Context: an optimization exercise on an open-source flow, tuned for small area, a short achievable clock period and few clock cycles. The choices shown serve that exercise and are no tape-out recipe.
Only simulation tests tie the RTL to the original design; equivalence was not proved.
Power figures rest on the tool's default switching activity, not on a simulated workload.

[flow/config.mk]
export PLATFORM = sky130hd
export DESIGN_NAME = midpoint_circle_generator
export DESIGN_NICKNAME = midpoint_circle_generator
export VERILOG_FILES = /design/flow/design.v
export SDC_FILE = /design/flow/constraint.sdc
export NUM_CORES = 4
export LEC_CHECK = 0
export CAP_MARGIN = 20
export CORE_MARGIN = 2
export CORE_UTILIZATION = 40
export SLEW_MARGIN = 20
[flow/design.v]
package mcg_pkg;
  localparam int COORD_BITS_DEF  = 16;
  localparam int RADIUS_BITS_DEF = 14;
  localparam int JOB_QUEUE_DEPTH = 2;
  localparam logic ACT_START = 1'b0;
  localparam logic ACT_STEP  = 1'b1;
  typedef struct packed {
    logic start;
    logic fill;
    logic done;
  } job_ctl_t;
  localparam int JOB_CTL_BITS = 3;
  typedef struct packed {
    logic swap;
    logic xs_neg;
    logic ys_neg;
    logic xe_neg;
    logic ye_neg;
  } pat_t;
  localparam logic [2:0] LAST_START_FILL = 3'd1;
  localparam logic [2:0] LAST_START_LINE = 3'd3;
  localparam logic [2:0] LAST_STEP_FILL  = 3'd3;
  localparam logic [2:0] LAST_STEP_LINE  = 3'd7;
  function automatic logic [2:0] last_index(input logic start, input logic fill);
    logic [2:0] idx;
    if (start) begin
      idx = fill ? LAST_START_FILL : LAST_START_LINE;
    end else begin
      idx = fill ? LAST_STEP_FILL : LAST_STEP_LINE;
    end
    last_index = idx;
  endfunction
  function automatic logic [4:0] pattern(input logic start, input logic fill, input logic [2:0] k);
    logic [4:0] p;
    p = 5'b00000;
    if (start && fill) begin
      case (k)
        3'd0:    p = 5'b00010;
        default: p = 5'b10001;
      endcase
    end else if (start) begin
      case (k)
        3'd0:    p = 5'b00000;
        3'd1:    p = 5'b01010;
        3'd2:    p = 5'b10000;
        default: p = 5'b10101;
      endcase
    end else if (fill) begin
      case (k)
        3'd0:    p = 5'b00010;
        3'd1:    p = 5'b00111;
        3'd2:    p = 5'b11101;
        default: p = 5'b11000;
      endcase
    end else begin
      case (k)
        3'd0:    p = 5'b00000;
        3'd1:    p = 5'b01010;
        3'd2:    p = 5'b00101;
        3'd3:    p = 5'b01111;
        3'd4:    p = 5'b11111;
        3'd5:    p = 5'b10101;
        3'd6:    p = 5'b11010;
        default: p = 5'b10000;
      endcase
    end
    pattern = p;
  endfunction
endpackage
module mcg_queue #(
  parameter int WIDTH = 8,
  parameter int DEPTH = 2
) (
  input  logic             clk,
  input  logic             rst,
  input  logic             push,
  input  logic [WIDTH-1:0] push_data,
  input  logic             pop,
  output logic [WIDTH-1:0] head,
  output logic             empty,
  output logic             full
);
  localparam int PTR_BITS = (DEPTH > 1) ? $clog2(DEPTH) : 1;
  localparam int CNT_BITS = $clog2(DEPTH + 1);
  logic [WIDTH-1:0]    entries [DEPTH];
  logic [PTR_BITS-1:0] wr_ptr;
  logic [PTR_BITS-1:0] rd_ptr;
  logic [CNT_BITS-1:0] count;
  assign empty = (count == '0);
  assign full  = (count == CNT_BITS'(DEPTH));
  assign head  = entries[rd_ptr];
  function automatic logic [PTR_BITS-1:0] ptr_inc(input logic [PTR_BITS-1:0] p);
    logic [PTR_BITS-1:0] n;
    n = (p == PTR_BITS'(DEPTH - 1)) ? '0 : p + 1'b1;
    ptr_inc = n;
  endfunction
  always_ff @(posedge clk) begin
    if (push && !full) begin
      entries[wr_ptr] <= push_data;
    end
  end
  always_ff @(posedge clk) begin
    if (rst) begin
      wr_ptr <= '0;
      rd_ptr <= '0;
      count  <= '0;
    end else begin
      if (push && !full) begin
        wr_ptr <= ptr_inc(wr_ptr);
      end
      if (pop && !empty) begin
        rd_ptr <= ptr_inc(rd_ptr);
      end
      case ({push && !full, pop && !empty})
        2'b10:   count <= count + 1'b1;
        2'b01:   count <= count - 1'b1;
        default: count <= count;
      endcase
    end
  end
endmodule
module mcg_front #(
  parameter int COORD_BITS  = 16,
  parameter int RADIUS_BITS = 14
) (
  input  logic                   clk,
  input  logic                   rst,
  input  logic                   cmd_valid,
  output logic                   cmd_ready,
  input  logic                   cmd_action,
  input  logic [COORD_BITS-1:0]  cmd_center_x,
  input  logic [COORD_BITS-1:0]  cmd_center_y,
  input  logic [RADIUS_BITS-1:0] cmd_radius,
  input  logic                   cmd_fill,
  input  logic                   queue_full,
  output logic                   push,
  output mcg_pkg::job_ctl_t      job_ctl,
  output logic [COORD_BITS-1:0]  job_cx,
  output logic [COORD_BITS-1:0]  job_cy,
  output logic [RADIUS_BITS-1:0] job_a,
  output logic [RADIUS_BITS-1:0] job_b
);
  localparam int DEC_BITS   = RADIUS_BITS + 4;
  localparam int DELTA_BITS = RADIUS_BITS + 3;
  logic                         active;
  logic                         fill_mode;
  logic [COORD_BITS-1:0]        center_x_reg;
  logic [COORD_BITS-1:0]        center_y_reg;
  logic [RADIUS_BITS-1:0]       step_x;
  logic [RADIUS_BITS-1:0]       step_y;
  logic signed [DEC_BITS-1:0]   decision;
  logic signed [DELTA_BITS-1:0] delta_x;
  logic signed [DELTA_BITS-1:0] delta_y;
  logic                         accept;
  logic                         is_start;
  logic                         dec_pos;
  logic [RADIUS_BITS-1:0]       step_x_next;
  logic [RADIUS_BITS-1:0]       step_y_next;
  logic signed [DELTA_BITS-1:0] delta_x_next;
  logic signed [DELTA_BITS-1:0] delta_y_next;
  logic signed [DEC_BITS-1:0]   decision_next;
  logic signed [DEC_BITS-1:0]   dy_term;
  logic signed [DEC_BITS-1:0]   r_ext;
  logic                         step_done;
  logic                         radius_zero;
  assign cmd_ready = !queue_full;
  assign accept    = cmd_valid && cmd_ready;
  assign is_start  = (cmd_action == mcg_pkg::ACT_START);
  assign dec_pos      = (decision > 0);
  assign step_x_next  = step_x + 1'b1;
  assign step_y_next  = dec_pos ? step_y - 1'b1 : step_y;
  assign delta_x_next = delta_x + DELTA_BITS'(2);
  assign delta_y_next = dec_pos ? delta_y + DELTA_BITS'(2) : delta_y;
  assign dy_term      = dec_pos ? DEC_BITS'(delta_y_next) : '0;
  assign decision_next = decision + dy_term + DEC_BITS'(delta_x_next) + DEC_BITS'(1);
  assign step_done    = (step_x_next >= step_y_next);
  assign r_ext       = DEC_BITS'({1'b0, cmd_radius});
  assign radius_zero = (cmd_radius == '0);
  assign push = accept && (is_start || active);
  always_comb begin
    job_ctl.start = is_start;
    job_ctl.fill  = is_start ? cmd_fill : fill_mode;
    job_ctl.done  = is_start ? radius_zero : step_done;
    job_cx        = is_start ? cmd_center_x : center_x_reg;
    job_cy        = is_start ? cmd_center_y : center_y_reg;
    job_a         = is_start ? cmd_radius : step_x_next;
    job_b         = is_start ? '0 : step_y_next;
  end
  always_ff @(posedge clk) begin
    if (rst) begin
      active       <= 1'b0;
      fill_mode    <= 1'b0;
      center_x_reg <= '0;
      center_y_reg <= '0;
      step_x       <= '0;
      step_y       <= '0;
      decision     <= '0;
      delta_x      <= '0;
      delta_y      <= '0;
    end else if (accept) begin
      if (is_start) begin
        active       <= !radius_zero;
        fill_mode    <= cmd_fill;
        center_x_reg <= cmd_center_x;
        center_y_reg <= cmd_center_y;
        step_x       <= '0;
        step_y       <= cmd_radius;
        decision     <= DEC_BITS'(1) - r_ext;
        delta_x      <= '0;
        delta_y      <= -(DELTA_BITS'({1'b0, cmd_radius, 1'b0}));
      end else if (active) begin
        active   <= !step_done;
        step_x   <= step_x_next;
        step_y   <= step_y_next;
        decision <= decision_next;
        delta_x  <= delta_x_next;
        delta_y  <= delta_y_next;
      end
    end
  end
endmodule
module mcg_back #(
  parameter int COORD_BITS  = 16,
  parameter int RADIUS_BITS = 14
) (
  input  logic                   clk,
  input  logic                   rst,
  input  logic                   job_valid,
  input  mcg_pkg::job_ctl_t      job_ctl,
  input  logic [COORD_BITS-1:0]  job_cx,
  input  logic [COORD_BITS-1:0]  job_cy,
  input  logic [RADIUS_BITS-1:0] job_a,
  input  logic [RADIUS_BITS-1:0] job_b,
  output logic                   pop,
  input  logic                   pix_ready,
  output logic                   pix_valid,
  output logic [COORD_BITS:0]    pix_x_start,
  output logic [COORD_BITS:0]    pix_y_start,
  output logic [COORD_BITS:0]    pix_x_end,
  output logic [COORD_BITS:0]    pix_y_end,
  output logic                   pix_last_of_item,
  output logic                   pix_circle_done
);
  localparam int SUM_BITS = ((COORD_BITS > RADIUS_BITS) ? COORD_BITS : RADIUS_BITS) + 2;
  logic [2:0]            k;
  logic                  load;
  logic                  is_last;
  mcg_pkg::pat_t                pat;
  logic [SUM_BITS-1:0]   cx_ext;
  logic [SUM_BITS-1:0]   cy_ext;
  logic [SUM_BITS-1:0]   off_x;
  logic [SUM_BITS-1:0]   off_y;
  logic [SUM_BITS-1:0]   xs_sum;
  logic [SUM_BITS-1:0]   ys_sum;
  logic [SUM_BITS-1:0]   xe_sum;
  logic [SUM_BITS-1:0]   ye_sum;
  assign load    = job_valid && (!pix_valid || pix_ready);
  assign is_last = (k == mcg_pkg::last_index(job_ctl.start, job_ctl.fill));
  assign pop     = load && is_last;
  assign pat     = mcg_pkg::pattern(job_ctl.start, job_ctl.fill, k);
  assign cx_ext = {{(SUM_BITS-COORD_BITS){job_cx[COORD_BITS-1]}}, job_cx};
  assign cy_ext = {{(SUM_BITS-COORD_BITS){job_cy[COORD_BITS-1]}}, job_cy};
  assign off_x  = {{(SUM_BITS-RADIUS_BITS){1'b0}}, (pat.swap ? job_b : job_a)};
  assign off_y  = {{(SUM_BITS-RADIUS_BITS){1'b0}}, (pat.swap ? job_a : job_b)};
  assign xs_sum = pat.xs_neg ? cx_ext - off_x : cx_ext + off_x;
  assign ys_sum = pat.ys_neg ? cy_ext - off_y : cy_ext + off_y;
  assign xe_sum = pat.xe_neg ? cx_ext - off_x : cx_ext + off_x;
  assign ye_sum = pat.ye_neg ? cy_ext - off_y : cy_ext + off_y;
  always_ff @(posedge clk) begin
    if (rst) begin
      k           <= '0;
      pix_valid <= 1'b0;
    end else begin
      if (load) begin
        k           <= is_last ? '0 : k + 1'b1;
        pix_valid <= 1'b1;
      end else if (pix_ready) begin
        pix_valid <= 1'b0;
      end
    end
  end
  always_ff @(posedge clk) begin
    if (load) begin
      pix_x_start      <= xs_sum[COORD_BITS:0];
      pix_y_start      <= ys_sum[COORD_BITS:0];
      pix_x_end        <= xe_sum[COORD_BITS:0];
      pix_y_end        <= ye_sum[COORD_BITS:0];
      pix_last_of_item <= is_last;
      pix_circle_done  <= job_ctl.done;
    end
  end
endmodule
module midpoint_circle_generator #(
  parameter int COORD_BITS  = mcg_pkg::COORD_BITS_DEF,
  parameter int RADIUS_BITS = mcg_pkg::RADIUS_BITS_DEF
) (
  input  logic                   clk,
  input  logic                   rst,
  input  logic                   cmd_valid,
  output logic                   cmd_ready,
  input  logic                   cmd_action,
  input  logic [COORD_BITS-1:0]  cmd_center_x,
  input  logic [COORD_BITS-1:0]  cmd_center_y,
  input  logic [RADIUS_BITS-1:0] cmd_radius,
  input  logic                   cmd_fill,
  input  logic                   pix_ready,
  output logic                   pix_valid,
  output logic [COORD_BITS:0]    pix_x_start,
  output logic [COORD_BITS:0]    pix_y_start,
  output logic [COORD_BITS:0]    pix_x_end,
  output logic [COORD_BITS:0]    pix_y_end,
  output logic                   pix_last_of_item,
  output logic                   pix_circle_done
);
  localparam int JOB_BITS = mcg_pkg::JOB_CTL_BITS + 2 * COORD_BITS + 2 * RADIUS_BITS;
  logic                   push;
  logic                   pop;
  logic                   q_full;
  logic                   q_empty;
  mcg_pkg::job_ctl_t      f_ctl;
  logic [COORD_BITS-1:0]  f_cx;
  logic [COORD_BITS-1:0]  f_cy;
  logic [RADIUS_BITS-1:0] f_a;
  logic [RADIUS_BITS-1:0] f_b;
  logic [JOB_BITS-1:0]    q_head;
  mcg_pkg::job_ctl_t      b_ctl;
  logic [COORD_BITS-1:0]  b_cx;
  logic [COORD_BITS-1:0]  b_cy;
  logic [RADIUS_BITS-1:0] b_a;
  logic [RADIUS_BITS-1:0] b_b;
  mcg_front #(
    .COORD_BITS (COORD_BITS),
    .RADIUS_BITS(RADIUS_BITS)
  ) u_front (
    .clk         (clk),
    .rst         (rst),
    .cmd_valid   (cmd_valid),
    .cmd_ready   (cmd_ready),
    .cmd_action  (cmd_action),
    .cmd_center_x(cmd_center_x),
    .cmd_center_y(cmd_center_y),
    .cmd_radius  (cmd_radius),
    .cmd_fill    (cmd_fill),
    .queue_full  (q_full),
    .push        (push),
    .job_ctl     (f_ctl),
    .job_cx      (f_cx),
    .job_cy      (f_cy),
    .job_a       (f_a),
    .job_b       (f_b)
  );
  mcg_queue #(
    .WIDTH(JOB_BITS),
    .DEPTH(mcg_pkg::JOB_QUEUE_DEPTH)
  ) u_queue (
    .clk      (clk),
    .rst      (rst),
    .push     (push),
    .push_data({f_ctl, f_cx, f_cy, f_a, f_b}),
    .pop      (pop),
    .head     (q_head),
    .empty    (q_empty),
    .full     (q_full)
  );
  assign {b_ctl, b_cx, b_cy, b_a, b_b} = q_head;
  mcg_back #(
    .COORD_BITS (COORD_BITS),
    .RADIUS_BITS(RADIUS_BITS)
  ) u_back (
    .clk             (clk),
    .rst             (rst),
    .job_valid       (!q_empty),
    .job_ctl         (b_ctl),
    .job_cx          (b_cx),
    .job_cy          (b_cy),
    .job_a           (b_a),
    .job_b           (b_b),
    .pop             (pop),
    .pix_ready       (pix_ready),
    .pix_valid       (pix_valid),
    .pix_x_start     (pix_x_start),
    .pix_y_start     (pix_y_start),
    .pix_x_end       (pix_x_end),
    .pix_y_end       (pix_y_end),
    .pix_last_of_item(pix_last_of_item),
    .pix_circle_done (pix_circle_done)
  );
endmodule
[flow/run.sh]
#!/bin/bash
# synth_recipe.tcl (not shown) runs the flow's synth.tcl, then flattens the netlist and writes it again
# the make line also repeats each setting of config.mk as NAME=value (left out here)
make -C /OpenROAD-flow-scripts/flow DESIGN_CONFIG=/design/flow/config.mk WORK_HOME=/design/flow/orfs CLKGATE_MAP_FILE= SYNTH_SCRIPT=/design/flow/synth_recipe.tcl finish
[flow/constraint.sdc]
create_clock -name core_clock -period 5.0 [get_ports {clk}]
set_input_delay 1.0000 -clock core_clock [delete_from_list [all_inputs] [get_ports {clk}]]
set_output_delay 1.0000 -clock core_clock [all_outputs]
set_load 0.01 [all_outputs]
==> results by group <==
Synth
  – EDFF count, synth: 194
  – Main combinational cell family by area after synthesis: compound AO/OA/AOI/OAI gates
  – Seq cells post-synth: 315
  – Syn Nets: 2132
  – Synth warn: 3
  – Synth Cell Area: 19300 um2
  – Synth area leaders: edfxtp_1, dfxtp_1, ha_1
  – Post-synthesis simple-gate area fraction: 0.131
  – Mux cell area share after synthesis: 0.0946
  – Compound-Gate Fraction of Synth Area: 0.141
  – Synth area leader: edfxtp_1
  – Post-Synth XOR/XNOR Area: 0.0694
  – Synth async-reset ratio: 0
  – Synth Instances: 1959
  – Adder-cell share of the synthesized area: 0.0861
  – Synth cell types: 88
  – Dominant synthesized flop cell: edfxtp_1
  – Seq/Total Area, Yosys: 0.427
  – Syn Area/Cell: 9.86 um2
  – Top cell type's share of synthesized area: 0.301

Final layout
  – Largest registers: u_queue.entries x126, u_front.decision x18
  – Commonest non-fill, non-tap cell in the layout: nor2_1
  – Max reg flops: 126
  – Number of fill cells in the layout: 4447
  – Layout cells sized above 1: 0.107
  – Layout area overhead: 16.2%
  – Multi-input gate area: 10100 um2
  – FF/Latch Area: 8250 um2
  – Total Nets Final: 2217
  – Diode count: 0
  – Reg with most FFs: u_queue.entries
  – Most frequent cells in the layout: nor2_1, edfxtp_1, nand2_1

STA
  – Fmax: 0.216 GHz
  – Hold WS: 453 ps
  – Final Cycle Share: 0.925
  – Minimum clock period: 4620 ps
  – Final setup violation count: 0
  – Final Max Tran Viols: 0
  – Clock Skew: 23.4 ps
  – Final Hold Viols: 0
  – Setup_tns: 0 ps
  – Least-Margin Pin Slew: 951 ps
  – Slew HR: 0.366

Run status
  – Outcome: complete, no violations

Run
  – Max-Cap Viols: 0

Die
  – Die X: 224 um
  – Starting Density: 0.405
  – # IOs: 124
  – FP Rows: 80
  – Core Box Area: 47700 um2
  – Die area: 50100 um2
  – Die Height: 224 um

Clock network
  – Clk sink count: 315
  – CTS Root Cell: clkbuf_16
  – CTS H-Tree Depth: 2
  – CTS tree: built
  – Clock buffers created by TritonCTS: 37
  – Maximum root-to-sink buffer count: 3
  – Setup bufs post-CTS: 0
  – Worst-path clk slew: 60 ps
  – Clock latency (worst-skew pair): 560 ps

Worst setup path
  – Required @ worst endpoint: 5290 ps
  – Worst setup path class: register to register
  – Reg2reg setup slack: 380 ps
  – Setup crit end kind: register
  – Crit Path Max Fanout: 20
  – Critical Path Source Type: register
  – CP arrival: 4910 ps

Routing
  – Initial DRC Count: 1089
  – Drt total wl: 50900 um
  – 1st-pass router iterations: 5
  – Final ANT Viol Nets: 0
  – Via count: 14900
  – DR WL/cell: 19.0 um
  – Vias per cell: 5.53
  – DRC: 0

Power
  – PD cells: 403 nW/um2
  – Power, Total: 9060 uW
  – Leak Pwr: 0.00855 uW
  – Max VDD drop: 0.206 mV

GRT
  – Initial antenna violation count: 0
  – Number of global-route vias before repair: 14400
  – Pin count of the biggest net entering global routing: 68
  – First-pass GRT wire length: 80200 um
  – Overflow after GRT: 0
  – Overall global routing resource usage: 0.203

Place
  – IO Port Bufs: 123
  – RD Place Congestion: 0.921
  – Final HPWL from detailed placement: 36700 um

Min path
  – Tightest Hold Check Type: register to register
==> metrics by stage <==
step | area, um2 | setup WS [ps] | utilization | cells
floorplan | 19300 | 22.2 | - | 1959
global placement | 21200 | 444 | 0.444 | 2620
detailed placement | 21200 | 449 | 0.444 | 2620
CTS | 22500 | 440 | 0.470 | 2686
global route | 22500 | -9.43 | 0.470 | 2686
finish | 22500 | 377 | 0.470 | 2686
==> kinds of logic (layout without fill, tap and decap cells) <==
logic type | Yosys count | after routing
and+or+nand+nor | 564 | 564
AOI/OAI and AO/OA | 423 | 423
DFF | 315 | 315
buffers and inverters | 245 | 357
xor gates and xnor gates | 153 | 153
muxes | 137 | 137
adders and majority gates | 121 | 121
other | 1 | 1
==> cells in the mapped netlist (4+ instances only) <==
master	instances
dfxtp_1	121
a211oi_1	22
a21oi_1	157
nand3b_1	7
nor4_1	19
inv_1	132
ha_1	101
nor2b_1	13
buf_1	12
and3_1	17
nand2_1	169
a22oi_1	25
nand3_1	40
nand4_1	8
nor2_1	197
nand2b_1	14
mux4_2	28
xnor2_1	100
o21a_1	11
and2_1	7
buf_2	12
a21o_1	27
o21ai_1	6
o22ai_1	12
a31oi_1	7
nor3_1	46
o31ai_1	8
or3_1	10
fa_1	20
clkbuf_1	82
edfxtp_1	194
o211ai_1	8
mux2_2	65
a221oi_1	15
o21ai_0	61
mux2i_1	42
xor2_1	53
o21bai_1	10
or2_2	6
a31o_2	4
==> layer usage <==
metal	part of all wire	wire length [um]	track usage	up-vias
met3	0.044	2220	0.0249	89
li1	-	-	-	7158
met5	0	0	0	-
met1	0.44	22500	0.264	7212
met4	0.030	1540	0.0710	0
met2	0.48	24600	0.351	398
==> what timing repair did <==
item | in CTS | in global routing
resized for setup | 0 | 1
hold endpoints to repair | 0 | 0
setup endpoints to repair | 0 | 2
hold buffers | 0 | 0
==> critical path, stage by stage (launching register included) <==
cell     delay (ps)
dfxtp_1         430
inv_1           140
ha_1            280
o41ai_1         360
a21oi_1         130
a21oi_2         130
buf_4           280
mux4_2          380
ha_1            250
fa_1            410
nor3_1          250
nor3_1          120
o21ai_0         450
o41ai_2         140
o31a_1          310
mux2i_1         190
xnor2_1          90
==> area by class of cell <==
type,count,share of cell area
multi-input combinational,1399,0.452
sequential,315,0.367
timing repair buffer,157,0.0676
clock buffer,48,0.0454
tap,615,0.0343
inverter,134,0.0224
clock inverter,18,0.0112
==> final timing paths <==
check             depth (start not counted)                               endpoint                             startpoint
hold / removal                            2  u_front.center_y_reg[14]$_SDFFE_PP0P_  u_front.center_y_reg[14]$_SDFFE_PP0P_
hold reg to reg                           2  u_front.center_y_reg[14]$_SDFFE_PP0P_  u_front.center_y_reg[14]$_SDFFE_PP0P_
setup / recovery                         16       u_back.pix_x_start[14]$_DFFE_PP_               u_back.k[0]$_SDFFE_PP0P_
setup reg to reg                         16       u_back.pix_x_start[14]$_DFFE_PP_               u_back.k[0]$_SDFFE_PP0P_
==> where the power goes <==
group	leakage, uW	switching [uW]	internal (uW)
sequential	0.00280	109	3170
combinational	0.00512	1700	1250
clock	0.000623	1120	1710
Testbench counts, summed over its fixed seeds: cycles 38,852.

-- what the ideal ports hide --
Ports are ideal in the flow. The routed layout listed here was re-timed in OpenROAD.
Step 1 sets driving cells, clkbuf_16 on the clock port and buf_2 on the other inputs (assumed; they add their load-dependent delay and slew).
Step 2 adds t to the input delays and takes it off the output delays; t is the mean of the earliest and latest rising clock arrival at the registers after step 1. Input paths then give back, and output paths get back, about the clock's delay inside the block.
Three values: ideal ports, drivers, drivers and shift; two values: the first two.
t, ns: 0.599
setup WS [ns]: 0.377 / 0.377 / 0.377
worst slew at a driven data input, ns: 0.07
After both steps setup and hold are still met in this run. The setup slack of this run moves by 0.000 ns with the drivers and by 0.000 ns with both steps.
